This is an optimization exercise on Yosys and OpenROAD, whose aim is small area, a short achievable clock period and few clock cycles per item, not a production implementation. RTL that was checked went through simulation tests only; none was proved equivalent to the original. No activity file was given, so power comes from the tool's default toggle rates.

==> xenon <==
// sprite_line_engine
module sprite_line_engine #(
  parameter int SPRITE_COUNT = 128
) (
  input  wire         clk,
  input  wire         rst_n,
  input  wire         line_start,
  input  wire  [7:0]  line_y,
  output logic        line_busy,
  output logic        param_en,
  output logic [7:0]  param_addr,
  input  wire  [31:0] param_data,
  output logic        tile_en,
  output logic [15:0] tile_addr,
  input  wire  [7:0]  tile_data,
  output logic        pal_en,
  output logic [9:0]  pal_addr,
  input  wire  [31:0] pal_data,
  output logic        line_bank,
  output logic        line_re,
  output logic [8:0]  line_raddr,
  input  wire  [31:0] line_rdata,
  output logic        line_we,
  output logic [8:0]  line_waddr,
  output logic [31:0] line_wdata
);
  logic        start_ok;
  logic        scan_done;
  logic        pipe_busy;
  logic [7:0]  cur_y;
  logic        slot_empty;
  logic        rec_w0_we;
  logic        rec_w1_we;
  logic [1:0]  rec_size;
  logic [8:0]  rec_x;
  logic [5:0]  rec_oy;
  logic        q_full;
  logic        q_conf;
  logic [1:0]  q_size;
  logic [8:0]  q_x;
  logic [5:0]  q_oy;
  logic [3:0]  q_tile_bank;
  logic [5:0]  q_tile_idx;
  ...
==> module sprite_pixel_pipe, before the edit <==
module sprite_pixel_pipe (
  input  wire         clk,
  input  wire         rst_n,
  input  wire  [7:0]  cur_y,
  input  wire         q_full,
  input  wire         q_conf,
  input  wire  [1:0]  q_size,
  input  wire  [8:0]  q_x,
  input  wire  [5:0]  q_oy,
  input  wire  [3:0]  q_tile_bank,
  input  wire  [5:0]  q_tile_idx,
  input  wire         q_pal_mode,
  input  wire  [1:0]  q_pal_bank,
  input  wire  [3:0]  q_pal_no,
  output logic        q_pop,
  output logic        busy,
  output logic        tile_en,
  output logic [15:0] tile_addr,
  input  wire  [7:0]  tile_data,
  output logic        pal_en,
  output logic [9:0]  pal_addr,
  input  wire  [31:0] pal_data,
  output logic        line_bank,
  output logic        line_re,
  output logic [8:0]  line_raddr,
  input  wire  [31:0] line_rdata,
  output logic        line_we,
  output logic [8:0]  line_waddr,
  output logic [31:0] line_wdata
);
  logic [5:0]  rem;
  logic [8:0]  cur_x;
  logic [5:0]  tile_base;
  logic        v1, v3, v4, v5;
  logic        f0, f1, f2, f3, f4, f5;
  logic [6:0]  p1;
  logic [31:0] src;
  logic [31:0] dst;
  logic [15:0] cs_s [3];
  logic [15:0] cs_c [3];
  logic [7:0]  alpha_q;
  assign line_bank = cur_y[0];
  assign line_re   = pal_en;
  assign busy      = tile_en || v1 || pal_en || v3 || v4 || v5;
  assign q_pop = (rem == 6'd0) && q_full && !(q_conf && (tile_en || v1 || pal_en || v3));
  assign tile_base = q_tile_idx + 6'(q_oy[5:3] << q_size);
  always_ff @(posedge clk) begin
    if (!rst_n) begin
      rem     <= '0;
      tile_en <= 1'b0;
      v1      <= 1'b0;
      pal_en  <= 1'b0;
      v3      <= 1'b0;
      v4      <= 1'b0;
      v5      <= 1'b0;
      line_we <= 1'b0;
    end else begin
      if (rem != 6'd0) begin
        rem     <= rem - 6'd1;
        tile_en <= 1'b1;
      end else if (q_pop) begin
        rem     <= 6'((8'd8 << q_size) - 8'd1);
        tile_en <= 1'b1;
      end else begin
        tile_en <= 1'b0;
      end
      v1      <= tile_en;
      pal_en  <= v1;
      v3      <= pal_en;
      v4      <= v3;
      v5      <= v4;
      line_we <= v5;
    end
  end
  always_ff @(posedge clk) begin
    if (rem != 6'd0) begin
      tile_addr[2:0]  <= tile_addr[2:0] + 3'd1;
      tile_addr[11:6] <= tile_addr[11:6] + 6'(tile_addr[2:0] == 3'd7);
    end else if (q_pop) begin
      tile_addr <= {q_tile_bank, tile_base, q_oy[2:0], 3'd0};
      cur_x     <= q_x;
    end
    f0 <= (rem == 6'd0) && q_pop;
    f1 <= f0;
    f2 <= f1;
    f3 <= f2;
    f4 <= f3;
    f5 <= f4;
    if (f0) begin
      p1 <= {q_pal_mode, q_pal_bank, q_pal_no};
    end
    pal_addr   <= {p1[5:4], p1[6] ? {p1[3:0], tile_data[3:0]} : tile_data};
    line_raddr <= f1 ? cur_x : line_raddr + 9'd1;
    line_waddr <= f5 ? cur_x : line_waddr + 9'd1;
    src <= pal_data;
    dst <= line_rdata;
  end
  function automatic logic [31:0] csa(logic [15:0] x, logic [15:0] y, logic [15:0] z);
    logic [15:0] s;
    logic [15:0] c;
    s   = x ^ y ^ z;
    c   = ((x & y) | (x & z) | (y & z)) << 1;
    csa = {c, s};
  endfunction
  logic [7:0] a;
  logic       a_edge;
  assign a      = src[31:24];
  assign a_edge = (a == 8'h00) || (a == 8'hff);
  always_ff @(posedge clk) begin
    for (int c = 0; c < 3; c++) begin
      logic [7:0]  s;
      logic [7:0]  d;
      logic [15:0] r [8];
      logic [31:0] t0, t1, t2, t3, t4, t5;
      s = src[8*c +: 8];
      d = dst[8*c +: 8];
      for (int j = 0; j < 8; j++) begin
        r[j] = 16'(a[j] ? s : d) << j;
      end
      if (a_edge) begin
        r[0] = r[0] << 1;
      end
      t0 = csa(r[0], r[1], r[2]);
      t1 = csa(r[3], r[4], r[5]);
      t2 = csa(t0[15:0], t0[31:16], t1[15:0]);
      t3 = csa(t1[31:16], r[6], r[7]);
      t4 = csa(t2[15:0], t2[31:16], t3[15:0]);
      t5 = csa(t4[15:0], t4[31:16], t3[31:16]);
      cs_s[c] <= t5[15:0];
      cs_c[c] <= t5[31:16];
    end
    if (a == 8'hff) begin
      alpha_q <= 8'hff;
    end else if (a == 8'h00) begin
      alpha_q <= dst[31:24];
    end else begin
      alpha_q <= 8'(({1'b0, dst[31:24]} + {1'b0, a}) >> 1);
    end
  end
  always_ff @(posedge clk) begin
    for (int c = 0; c < 3; c++) begin
      logic [15:0] sum;
      sum = cs_s[c] + cs_c[c];
      line_wdata[8*c +: 8] <= sum[15:8];
    end
    line_wdata[31:24] <= alpha_q;
  end
endmodule
clock: 10.0 ns
lec_check: 0
cap_margin: 20
core_margin: 2
core_utilization: 40
place_density: 0.6
slew_margin: 20
standard.sh (not shown) runs the stock make flow with config.mk's settings and CLKGATE_MAP_FILE= SYNTH_SCRIPT=/design/flow/synth_recipe.tcl, a recipe that flattens the netlist after the stock synthesis.
==> flow/flow/run.sh <==
#!/bin/bash
# Standard layout, with repair_timing asked for extra setup margin and the port buffers
# made with a plain buffer; each tool's output goes to flow_standard.log here.
set -euo pipefail
export SETUP_SLACK_MARGIN=6.6
export BUFFER_PORTS_ARGS="-buffer_cell sky130_fd_sc_hd__buf_2"
bash standard.sh > flow_standard.log 2>&1
==> inputs of amber, as changes to xenon <==
--- a/flow/design.v
+++ b/flow/design.v
@@ -16,41 +16,43 @@
   output logic [8:0]  rec_x,
   output logic [5:0]  rec_oy
 );
   logic        rd_w0;
   logic        rd_w1;
   logic        paused;
   logic        w0q_v;
-  logic        w0q_en;
+  logic        w0q_cov;
   logic [1:0]  w0q_size;
   logic [8:0]  w0q_x;
-  logic [7:0]  w0q_y;
+  logic [5:0]  w0q_oy;
   logic [6:0]  w0q_idx;
   logic [8:0]  oy_full;
+  logic        cov_in;
   logic        covers;
   logic        dec_go;
   logic        dec_block;
-  assign oy_full = {1'b0, cur_y} - {1'b0, w0q_y};
+  assign oy_full = {1'b0, cur_y} - {1'b0, param_data[7:0]};
   always_comb begin
-    case (w0q_size)
-      2'd0:    covers = (oy_full[8:3] == 6'd0);
-      2'd1:    covers = (oy_full[8:4] == 5'd0);
-      2'd2:    covers = (oy_full[8:5] == 4'd0);
-      default: covers = (oy_full[8:6] == 3'd0);
+    case (param_data[25:24])
+      2'd0:    cov_in = (oy_full[8:3] == 6'd0);
+      2'd1:    cov_in = (oy_full[8:4] == 5'd0);
+      2'd2:    cov_in = (oy_full[8:5] == 4'd0);
+      default: cov_in = (oy_full[8:6] == 3'd0);
     endcase
-    covers = covers && w0q_en && w0q_v;
+    cov_in = cov_in && param_data[31];
   end
+  assign covers = w0q_cov && w0q_v;
   assign w0q_idx   = param_addr[7:1] - 7'd2;
   assign dec_go    = covers && slot_empty;
   assign dec_block = covers && !slot_empty;
   assign rec_w0_we = dec_go;
   assign rec_w1_we = rd_w1;
   assign rec_size  = w0q_size;
   assign rec_x     = w0q_x;
-  assign rec_oy    = oy_full[5:0];
+  assign rec_oy    = w0q_oy;
   assign scan_done = !(param_en || rd_w0 || rd_w1 || w0q_v || paused);
   always_ff @(posedge clk) begin
     if (!rst_n) begin
       param_en   <= 1'b0;
       param_addr <= 8'd0;
       rd_w0      <= 1'b0;
       rd_w1      <= 1'b0;
@@ -87,18 +89,18 @@
       end
     end
   end
   always_ff @(posedge clk) begin
     if (line_start) begin
       cur_y <= line_y;
     end
-    w0q_en   <= param_data[31];
+    w0q_cov  <= cov_in;
     w0q_size <= param_data[25:24];
     w0q_x    <= param_data[16:8];
-    w0q_y    <= param_data[7:0];
+    w0q_oy   <= oy_full[5:0];
   end
 endmodule
 `default_nettype wire
 `default_nettype none
 module sprite_attr_queue (
   input  wire         clk,
   input  wire         rst_n,
@@ -233,20 +235,20 @@
       v3      <= pal_en;
       v4      <= v3;
       v5      <= v4;
       line_we <= v5;
     end
   end
   always_ff @(posedge clk) begin
-    if (rem != 6'd0) begin
-      tile_addr[2:0]  <= tile_addr[2:0] + 3'd1;
-      tile_addr[11:6] <= tile_addr[11:6] + 6'(tile_addr[2:0] == 3'd7);
-    end else if (q_pop) begin
+    if (rem == 6'd0 && q_pop) begin
       tile_addr <= {q_tile_bank, tile_base, q_oy[2:0], 3'd0};
       cur_x     <= q_x;
+    end else begin
+      tile_addr[2:0]  <= tile_addr[2:0] + 3'd1;
+      tile_addr[11:6] <= tile_addr[11:6] + 6'(tile_addr[2:0] == 3'd7);
     end
     f0 <= (rem == 6'd0) && q_pop;
     f1 <= f0;
     f2 <= f1;
     f3 <= f2;
     f4 <= f3;
     f5 <= f4;
@@ -263,17 +265,23 @@
     logic [15:0] s;
     logic [15:0] c;
     s   = x ^ y ^ z;
     c   = ((x & y) | (x & z) | (y & z)) << 1;
     csa = {c, s};
   endfunction
   logic [7:0] a;
+  logic       a_zero;
+  logic       a_full;
   logic       a_edge;
   assign a      = src[31:24];
-  assign a_edge = (a == 8'h00) || (a == 8'hff);
+  assign a_edge = a_zero || a_full;
+  always_ff @(posedge clk) begin
+    a_zero <= (pal_data[31:24] == 8'h00);
+    a_full <= (pal_data[31:24] == 8'hff);
+  end
   always_ff @(posedge clk) begin
     for (int c = 0; c < 3; c++) begin
       logic [7:0]  s;
       logic [7:0]  d;
       logic [15:0] r [8];
       logic [31:0] t0, t1, t2, t3, t4, t5;
       s = src[8*c +: 8];
@@ -289,17 +297,17 @@
       t2 = csa(t0[15:0], t0[31:16], t1[15:0]);
       t3 = csa(t1[31:16], r[6], r[7]);
       t4 = csa(t2[15:0], t2[31:16], t3[15:0]);
       t5 = csa(t4[15:0], t4[31:16], t3[31:16]);
       cs_s[c] <= t5[15:0];
       cs_c[c] <= t5[31:16];
     end
-    if (a == 8'hff) begin
+    if (a_full) begin
       alpha_q <= 8'hff;
-    end else if (a == 8'h00) begin
+    end else if (a_zero) begin
       alpha_q <= dst[31:24];
     end else begin
       alpha_q <= 8'(({1'b0, dst[31:24]} + {1'b0, a}) >> 1);
     end
   end
   always_ff @(posedge clk) begin
     for (int c = 0; c < 3; c++) begin
==> flow/flow/run.sh (replaced) <==
#!/bin/bash
# Standard layout, with repair_timing asked for extra setup margin and the port buffers
# made with a plain buffer; each tool's output goes to flow_standard.log here.
set -euo pipefail
export SETUP_SLACK_MARGIN=6.8
export BUFFER_PORTS_ARGS="-buffer_cell sky130_fd_sc_hd__buf_1"
bash standard.sh > flow_standard.log 2>&1
Settings changed: CORE_UTILIZATION 40 to 60, PLACE_DENSITY 0.6 to 0.7.
==> inputs of fjord, as changes to xenon <==
--- a/flow/design.v
+++ b/flow/design.v
@@ -6,51 +6,53 @@
   input  wire  [7:0]  line_y,
   output logic        scan_done,
   output logic [7:0]  cur_y,
   output logic        param_en,
   output logic [7:0]  param_addr,
   input  wire  [31:0] param_data,
   input  wire         slot_empty,
+  output logic        rec_w0_cap,
   output logic        rec_w0_we,
   output logic        rec_w1_we,
   output logic [1:0]  rec_size,
   output logic [8:0]  rec_x,
   output logic [5:0]  rec_oy
 );
   logic        rd_w0;
   logic        rd_w1;
   logic        paused;
   logic        w0q_v;
-  logic        w0q_en;
-  logic [1:0]  w0q_size;
-  logic [8:0]  w0q_x;
-  logic [7:0]  w0q_y;
+  logic        w0q_cov;
+  logic        w0q_held;
   logic [6:0]  w0q_idx;
   logic [8:0]  oy_full;
+  logic        cov_in;
   logic        covers;
   logic        dec_go;
   logic        dec_block;
-  assign oy_full = {1'b0, cur_y} - {1'b0, w0q_y};
+  assign oy_full = {1'b0, cur_y} - {1'b0, param_data[7:0]};
   always_comb begin
-    case (w0q_size)
-      2'd0:    covers = (oy_full[8:3] == 6'd0);
-      2'd1:    covers = (oy_full[8:4] == 5'd0);
-      2'd2:    covers = (oy_full[8:5] == 4'd0);
-      default: covers = (oy_full[8:6] == 3'd0);
+    case (param_data[25:24])
+      2'd0:    cov_in = (oy_full[8:3] == 6'd0);
+      2'd1:    cov_in = (oy_full[8:4] == 5'd0);
+      2'd2:    cov_in = (oy_full[8:5] == 4'd0);
+      default: cov_in = (oy_full[8:6] == 3'd0);
     endcase
-    covers = covers && w0q_en && w0q_v;
+    cov_in = cov_in && param_data[31];
   end
+  assign covers = w0q_cov && w0q_v;
   assign w0q_idx   = param_addr[7:1] - 7'd2;
-  assign dec_go    = covers && slot_empty;
-  assign dec_block = covers && !slot_empty;
-  assign rec_w0_we = dec_go;
-  assign rec_w1_we = rd_w1;
-  assign rec_size  = w0q_size;
-  assign rec_x     = w0q_x;
-  assign rec_oy    = oy_full[5:0];
+  assign dec_go    = covers && w0q_held;
+  assign dec_block = covers && !w0q_held;
+  assign rec_w0_cap = slot_empty && !dec_go;
+  assign rec_w0_we  = dec_go;
+  assign rec_w1_we  = rd_w1;
+  assign rec_size   = param_data[25:24];
+  assign rec_x      = param_data[16:8];
+  assign rec_oy     = oy_full[5:0];
   assign scan_done = !(param_en || rd_w0 || rd_w1 || w0q_v || paused);
   always_ff @(posedge clk) begin
     if (!rst_n) begin
       param_en   <= 1'b0;
       param_addr <= 8'd0;
       rd_w0      <= 1'b0;
       rd_w1      <= 1'b0;
@@ -87,50 +89,48 @@
       end
     end
   end
   always_ff @(posedge clk) begin
     if (line_start) begin
       cur_y <= line_y;
     end
-    w0q_en   <= param_data[31];
-    w0q_size <= param_data[25:24];
-    w0q_x    <= param_data[16:8];
-    w0q_y    <= param_data[7:0];
+    w0q_cov  <= cov_in;
+    w0q_held <= rec_w0_cap;
   end
 endmodule
 `default_nettype wire
 `default_nettype none
 module sprite_attr_queue (
   input  wire         clk,
   input  wire         rst_n,
+  input  wire         w0_cap,
   input  wire         w0_we,
   input  wire         w1_we,
   input  wire  [1:0]  rec_size,
   input  wire  [8:0]  rec_x,
   input  wire  [5:0]  rec_oy,
   input  wire  [31:0] param_data,
+  input  wire  [8:0]  cur_last,
   output logic        slot_empty,
   output logic        q_full,
   output logic        q_conf,
   output logic [1:0]  q_size,
   output logic [8:0]  q_x,
   output logic [5:0]  q_oy,
   output logic [3:0]  q_tile_bank,
   output logic [5:0]  q_tile_idx,
   output logic        q_pal_mode,
   output logic [1:0]  q_pal_bank,
   output logic [3:0]  q_pal_no,
   input  wire         q_pop
 );
   logic       filling;
-  logic [8:0] prev_last;
   logic [8:0] gap;
   assign slot_empty = !(filling || q_full);
-  assign prev_last = q_x + {1'b0, 8'((8'd8 << q_size) - 8'd1)};
-  assign gap       = prev_last - rec_x;
+  assign gap = cur_last - q_x;
   always_ff @(posedge clk) begin
     if (!rst_n) begin
       filling <= 1'b0;
       q_full  <= 1'b0;
     end else begin
       if (w0_we) begin
         filling <= 1'b1;
@@ -141,20 +141,22 @@
         q_full <= 1'b1;
       end else if (q_pop) begin
         q_full <= 1'b0;
       end
     end
   end
   always_ff @(posedge clk) begin
-    if (w0_we) begin
-      q_conf <= (gap[8:2] == 7'd0);
+    if (w0_cap) begin
       q_size <= rec_size;
       q_x    <= rec_x;
       q_oy   <= rec_oy;
     end
+    if (w0_we) begin
+      q_conf <= (gap[8:2] == 7'd0);
+    end
     if (w1_we) begin
       q_tile_bank <= param_data[31:28];
       q_tile_idx  <= param_data[21:16];
       q_pal_mode  <= param_data[6];
       q_pal_bank  <= param_data[5:4];
       q_pal_no    <= param_data[3:0];
     end
@@ -173,14 +175,15 @@
   input  wire  [5:0]  q_oy,
   input  wire  [3:0]  q_tile_bank,
   input  wire  [5:0]  q_tile_idx,
   input  wire         q_pal_mode,
   input  wire  [1:0]  q_pal_bank,
   input  wire  [3:0]  q_pal_no,
   output logic        q_pop,
+  output logic [8:0]  cur_last,
   output logic        busy,
   output logic        tile_en,
   output logic [15:0] tile_addr,
   input  wire  [7:0]  tile_data,
   output logic        pal_en,
   output logic [9:0]  pal_addr,
   input  wire  [31:0] pal_data,
@@ -190,27 +193,29 @@
   input  wire  [31:0] line_rdata,
   output logic        line_we,
   output logic [8:0]  line_waddr,
   output logic [31:0] line_wdata
 );
   logic [5:0]  rem;
   logic [8:0]  cur_x;
+  logic [1:0]  cur_size;
   logic [5:0]  tile_base;
   logic        v1, v3, v4, v5;
   logic        f0, f1, f2, f3, f4, f5;
   logic [6:0]  p1;
   logic [31:0] src;
   logic [31:0] dst;
   logic [15:0] cs_s [3];
   logic [15:0] cs_c [3];
   logic [7:0]  alpha_q;
   assign line_bank = cur_y[0];
   assign line_re   = pal_en;
   assign busy      = tile_en || v1 || pal_en || v3 || v4 || v5;
   assign q_pop = (rem == 6'd0) && q_full && !(q_conf && (tile_en || v1 || pal_en || v3));
+  assign cur_last = cur_x + {1'b0, 8'((8'd8 << cur_size) - 8'd1)};
   assign tile_base = q_tile_idx + 6'(q_oy[5:3] << q_size);
   always_ff @(posedge clk) begin
     if (!rst_n) begin
       rem     <= '0;
       tile_en <= 1'b0;
       v1      <= 1'b0;
       pal_en  <= 1'b0;
@@ -233,20 +238,21 @@
       v3      <= pal_en;
       v4      <= v3;
       v5      <= v4;
       line_we <= v5;
     end
   end
   always_ff @(posedge clk) begin
-    if (rem != 6'd0) begin
-      tile_addr[2:0]  <= tile_addr[2:0] + 3'd1;
-      tile_addr[11:6] <= tile_addr[11:6] + 6'(tile_addr[2:0] == 3'd7);
-    end else if (q_pop) begin
+    if (rem == 6'd0 && q_pop) begin
       tile_addr <= {q_tile_bank, tile_base, q_oy[2:0], 3'd0};
       cur_x     <= q_x;
+      cur_size  <= q_size;
+    end else begin
+      tile_addr[2:0]  <= tile_addr[2:0] + 3'd1;
+      tile_addr[11:6] <= tile_addr[11:6] + 6'(tile_addr[2:0] == 3'd7);
     end
     f0 <= (rem == 6'd0) && q_pop;
     f1 <= f0;
     f2 <= f1;
     f3 <= f2;
     f4 <= f3;
     f5 <= f4;
@@ -263,17 +269,23 @@
     logic [15:0] s;
     logic [15:0] c;
     s   = x ^ y ^ z;
     c   = ((x & y) | (x & z) | (y & z)) << 1;
     csa = {c, s};
   endfunction
   logic [7:0] a;
+  logic       a_zero;
+  logic       a_full;
   logic       a_edge;
   assign a      = src[31:24];
-  assign a_edge = (a == 8'h00) || (a == 8'hff);
+  assign a_edge = a_zero || a_full;
+  always_ff @(posedge clk) begin
+    a_zero <= (pal_data[31:24] == 8'h00);
+    a_full <= (pal_data[31:24] == 8'hff);
+  end
   always_ff @(posedge clk) begin
     for (int c = 0; c < 3; c++) begin
       logic [7:0]  s;
       logic [7:0]  d;
       logic [15:0] r [8];
       logic [31:0] t0, t1, t2, t3, t4, t5;
       s = src[8*c +: 8];
@@ -289,17 +301,17 @@
       t2 = csa(t0[15:0], t0[31:16], t1[15:0]);
       t3 = csa(t1[31:16], r[6], r[7]);
       t4 = csa(t2[15:0], t2[31:16], t3[15:0]);
       t5 = csa(t4[15:0], t4[31:16], t3[31:16]);
       cs_s[c] <= t5[15:0];
       cs_c[c] <= t5[31:16];
     end
-    if (a == 8'hff) begin
+    if (a_full) begin
       alpha_q <= 8'hff;
-    end else if (a == 8'h00) begin
+    end else if (a_zero) begin
       alpha_q <= dst[31:24];
     end else begin
       alpha_q <= 8'(({1'b0, dst[31:24]} + {1'b0, a}) >> 1);
     end
   end
   always_ff @(posedge clk) begin
     for (int c = 0; c < 3; c++) begin
@@ -338,14 +350,15 @@
   output logic [31:0] line_wdata
 );
   logic        start_ok;
   logic        scan_done;
   logic        pipe_busy;
   logic [7:0]  cur_y;
   logic        slot_empty;
+  logic        rec_w0_cap;
   logic        rec_w0_we;
   logic        rec_w1_we;
   logic [1:0]  rec_size;
   logic [8:0]  rec_x;
   logic [5:0]  rec_oy;
   logic        q_full;
   logic        q_conf;
@@ -354,14 +367,15 @@
   logic [5:0]  q_oy;
   logic [3:0]  q_tile_bank;
   logic [5:0]  q_tile_idx;
   logic        q_pal_mode;
   logic [1:0]  q_pal_bank;
   logic [3:0]  q_pal_no;
   logic        q_pop;
+  logic [8:0]  cur_last;
   assign start_ok = line_start && !line_busy;
   always_ff @(posedge clk) begin
     if (!rst_n) begin
       line_busy <= 1'b0;
     end else if (start_ok) begin
       line_busy <= 1'b1;
     end else if (scan_done && slot_empty && !pipe_busy) begin
@@ -375,29 +389,32 @@
     .line_y     (line_y),
     .scan_done  (scan_done),
     .cur_y      (cur_y),
     .param_en   (param_en),
     .param_addr (param_addr),
     .param_data (param_data),
     .slot_empty (slot_empty),
+    .rec_w0_cap (rec_w0_cap),
     .rec_w0_we  (rec_w0_we),
     .rec_w1_we  (rec_w1_we),
     .rec_size   (rec_size),
     .rec_x      (rec_x),
     .rec_oy     (rec_oy)
   );
   sprite_attr_queue u_queue (
     .clk         (clk),
     .rst_n       (rst_n),
+    .w0_cap      (rec_w0_cap),
     .w0_we       (rec_w0_we),
     .w1_we       (rec_w1_we),
     .rec_size    (rec_size),
     .rec_x       (rec_x),
     .rec_oy      (rec_oy),
     .param_data  (param_data),
+    .cur_last    (cur_last),
     .slot_empty  (slot_empty),
     .q_full      (q_full),
     .q_conf      (q_conf),
     .q_size      (q_size),
     .q_x         (q_x),
     .q_oy        (q_oy),
     .q_tile_bank (q_tile_bank),
@@ -418,14 +435,15 @@
     .q_oy        (q_oy),
     .q_tile_bank (q_tile_bank),
     .q_tile_idx  (q_tile_idx),
     .q_pal_mode  (q_pal_mode),
     .q_pal_bank  (q_pal_bank),
     .q_pal_no    (q_pal_no),
     .q_pop       (q_pop),
+    .cur_last    (cur_last),
     .busy        (pipe_busy),
     .tile_en     (tile_en),
     .tile_addr   (tile_addr),
     .tile_data   (tile_data),
     .pal_en      (pal_en),
     .pal_addr    (pal_addr),
     .pal_data    (pal_data),
==> flow/flow/run.sh (replaced) <==
#!/bin/bash
# Standard layout, with repair_timing asked for extra setup margin and the port buffers
# made with a plain buffer; each tool's output goes to flow_standard.log here.
set -euo pipefail
export SETUP_SLACK_MARGIN=6.8
export BUFFER_PORTS_ARGS="-buffer_cell sky130_fd_sc_hd__buf_1"
bash standard.sh > flow_standard.log 2>&1
Settings changed: CORE_UTILIZATION 40 to 75, CTS_CLUSTER_DIAMETER from default to 100, CTS_CLUSTER_SIZE from default to 20, PLACE_DENSITY 0.6 to 0.8.
==> inputs of raven, as changes to xenon <==
--- a/flow/design.v
+++ b/flow/design.v
@@ -263,43 +263,49 @@
     logic [15:0] s;
     logic [15:0] c;
     s   = x ^ y ^ z;
     c   = ((x & y) | (x & z) | (y & z)) << 1;
     csa = {c, s};
   endfunction
   logic [7:0] a;
+  logic       a_zero;
+  logic       a_full;
   logic       a_edge;
   assign a      = src[31:24];
-  assign a_edge = (a == 8'h00) || (a == 8'hff);
+  assign a_edge = a_zero || a_full;
+  always_ff @(posedge clk) begin
+    a_zero <= (pal_data[31:24] == 8'h00);
+    a_full <= (pal_data[31:24] == 8'hff);
+  end
   always_ff @(posedge clk) begin
     for (int c = 0; c < 3; c++) begin
       logic [7:0]  s;
       logic [7:0]  d;
       logic [15:0] r [8];
       logic [31:0] t0, t1, t2, t3, t4, t5;
       s = src[8*c +: 8];
       d = dst[8*c +: 8];
       for (int j = 0; j < 8; j++) begin
         r[j] = 16'(a[j] ? s : d) << j;
       end
       if (a_edge) begin
         r[0] = r[0] << 1;
       end
-      t0 = csa(r[0], r[1], r[2]);
-      t1 = csa(r[3], r[4], r[5]);
+      t0 = csa(r[1], r[2], r[3]);
+      t1 = csa(r[4], r[5], r[6]);
       t2 = csa(t0[15:0], t0[31:16], t1[15:0]);
-      t3 = csa(t1[31:16], r[6], r[7]);
+      t3 = csa(t1[31:16], r[7], r[0]);
       t4 = csa(t2[15:0], t2[31:16], t3[15:0]);
       t5 = csa(t4[15:0], t4[31:16], t3[31:16]);
       cs_s[c] <= t5[15:0];
       cs_c[c] <= t5[31:16];
     end
-    if (a == 8'hff) begin
+    if (a_full) begin
       alpha_q <= 8'hff;
-    end else if (a == 8'h00) begin
+    end else if (a_zero) begin
       alpha_q <= dst[31:24];
     end else begin
       alpha_q <= 8'(({1'b0, dst[31:24]} + {1'b0, a}) >> 1);
     end
   end
   always_ff @(posedge clk) begin
     for (int c = 0; c < 3; c++) begin
==> flow/flow/run.sh (replaced) <==
#!/bin/bash
# Standard layout, with repair_timing asked for extra setup margin and the port buffers
# made with a plain buffer; each tool's output goes to flow_standard.log here.
set -euo pipefail
export SETUP_SLACK_MARGIN=6.9
export BUFFER_PORTS_ARGS="-buffer_cell sky130_fd_sc_hd__buf_2"
bash standard.sh > flow_standard.log 2>&1
==> comparison <==
fjord completed with no timing, DRC or antenna violations. raven completed with no timing, DRC or antenna violations. amber ran to the end with no violations. xenon ran to the end with no violations. Setup slack: xenon is lower than fjord (0.27 ns). Between xenon and raven, the lower critical path depth is in xenon (gap 1). In combinational power, xenon and amber hardly differ. Of amber and fjord, amber has the higher power (gap about 13%, measured against fjord). In xenon the sequential power is lower than in raven, by about 6%. In amber the hold slack is higher than in xenon, by 0.0037 ns. Clock-buffer cell count, lowest first: fjord, amber, raven, xenon.
==> figures <==
| metric | xenon | raven | amber | fjord |
|---|---|---|---|---|
| Cell Area, Placed | 0.0182 sq mm | 0.0192 sq mm | 0.0178 sq mm | 0.0174 sq mm |
| Post-synth EDFFs | 75 | 75 | 66 | 68 |
| Cell Int Power | 3.07 mW | 3.38 mW | 2.98 mW | 2.55 mW |
| Arrival time reported for the critical path endpoint | 3.87 ns | 3.48 ns | 3.59 ns | 3.58 ns |
| Syn_area_per_cell | 12.0 sq um | 11.9 sq um | 11.8 sq um | 11.9 sq um |
| Total power | 4.50 mW | 4.94 mW | 4.39 mW | 3.88 mW |
| Result of the run | no timing/DRC/antenna violations | no timing/DRC/antenna violations | no timing/DRC/antenna violations | no timing/DRC/antenna violations |
| Post-route standard cell area excluding fillers | 0.0200 sq mm | 0.0219 sq mm | 0.0194 sq mm | 0.0183 sq mm |
| Final Hold Slack | 0.324 ns | 0.324 ns | 0.328 ns | 0.331 ns |
| Hold-critical path endpoint | u_pipe.f4 | u_pipe.f3 | u_pipe.f5 | u_pipe.line_wdata[26] |
| Max reg flops | 33 | 39 | 33 | 33 |
| Clock net power | 1.31 mW | 1.45 mW | 1.23 mW | 749 uW |
| H-tree depth reported by CTS | 2 | 2 | 2 | 1 |
| Via count | 10800 | 11800 | 10800 | 10900 |
| Drt first pass iters | 5 | 5 | 5 | 6 |
| Cell count after synthesis | 1399 | 1476 | 1409 | 1375 |
Testbench counts of amber, summed over its fixed seeds: cycles 572,007, lines 768.
Testbench counts of fjord, summed over its fixed seeds: cycles 572,034, lines 768.
The RTL of xenon and raven was laid out without a check of its function.

[afterwards: timing with drivers on the ports]
No port has a modelled driver above. Below, the same layouts with a new extraction and two added sets of constraints.
Step 1 assumes that a clkbuf_16 drives the clock port and a buf_2 every other input.
Step 2 moves the port delays by t, midway between the first and last clock arrival at a register: inputs arrive t later, outputs are due t later. That takes back most of the time a late clock gives input paths.
Three values: ideal ports, drivers, drivers and shift; two values: the first two.
run | t (ns) | slack for setup (ns) | clock arrival spread, ns | slew at the worst register clock pin (ns) | cell pins on the clock port's net
xenon | 0.588 | 6.530 / 6.530 / 6.530 | 0.028 / 0.028 | 0.06 / 0.06 | 1
amber | 0.565 | 6.817 / 6.817 / 6.322 | 0.021 / 0.021 | 0.06 / 0.06 | 1
fjord | 0.560 | 6.803 / 6.799 / 6.287 | 0.024 / 0.023 | 0.08 / 0.08 | 1
raven | 0.606 | 6.767 / 6.729 / 6.633 | 0.020 / 0.020 | 0.06 / 0.06 | 1
After both steps every run listed still meets setup and hold. For fjord, which loses most, drivers alone change the setup slack by -0.004 ns; drivers and shift together by -0.516 ns.
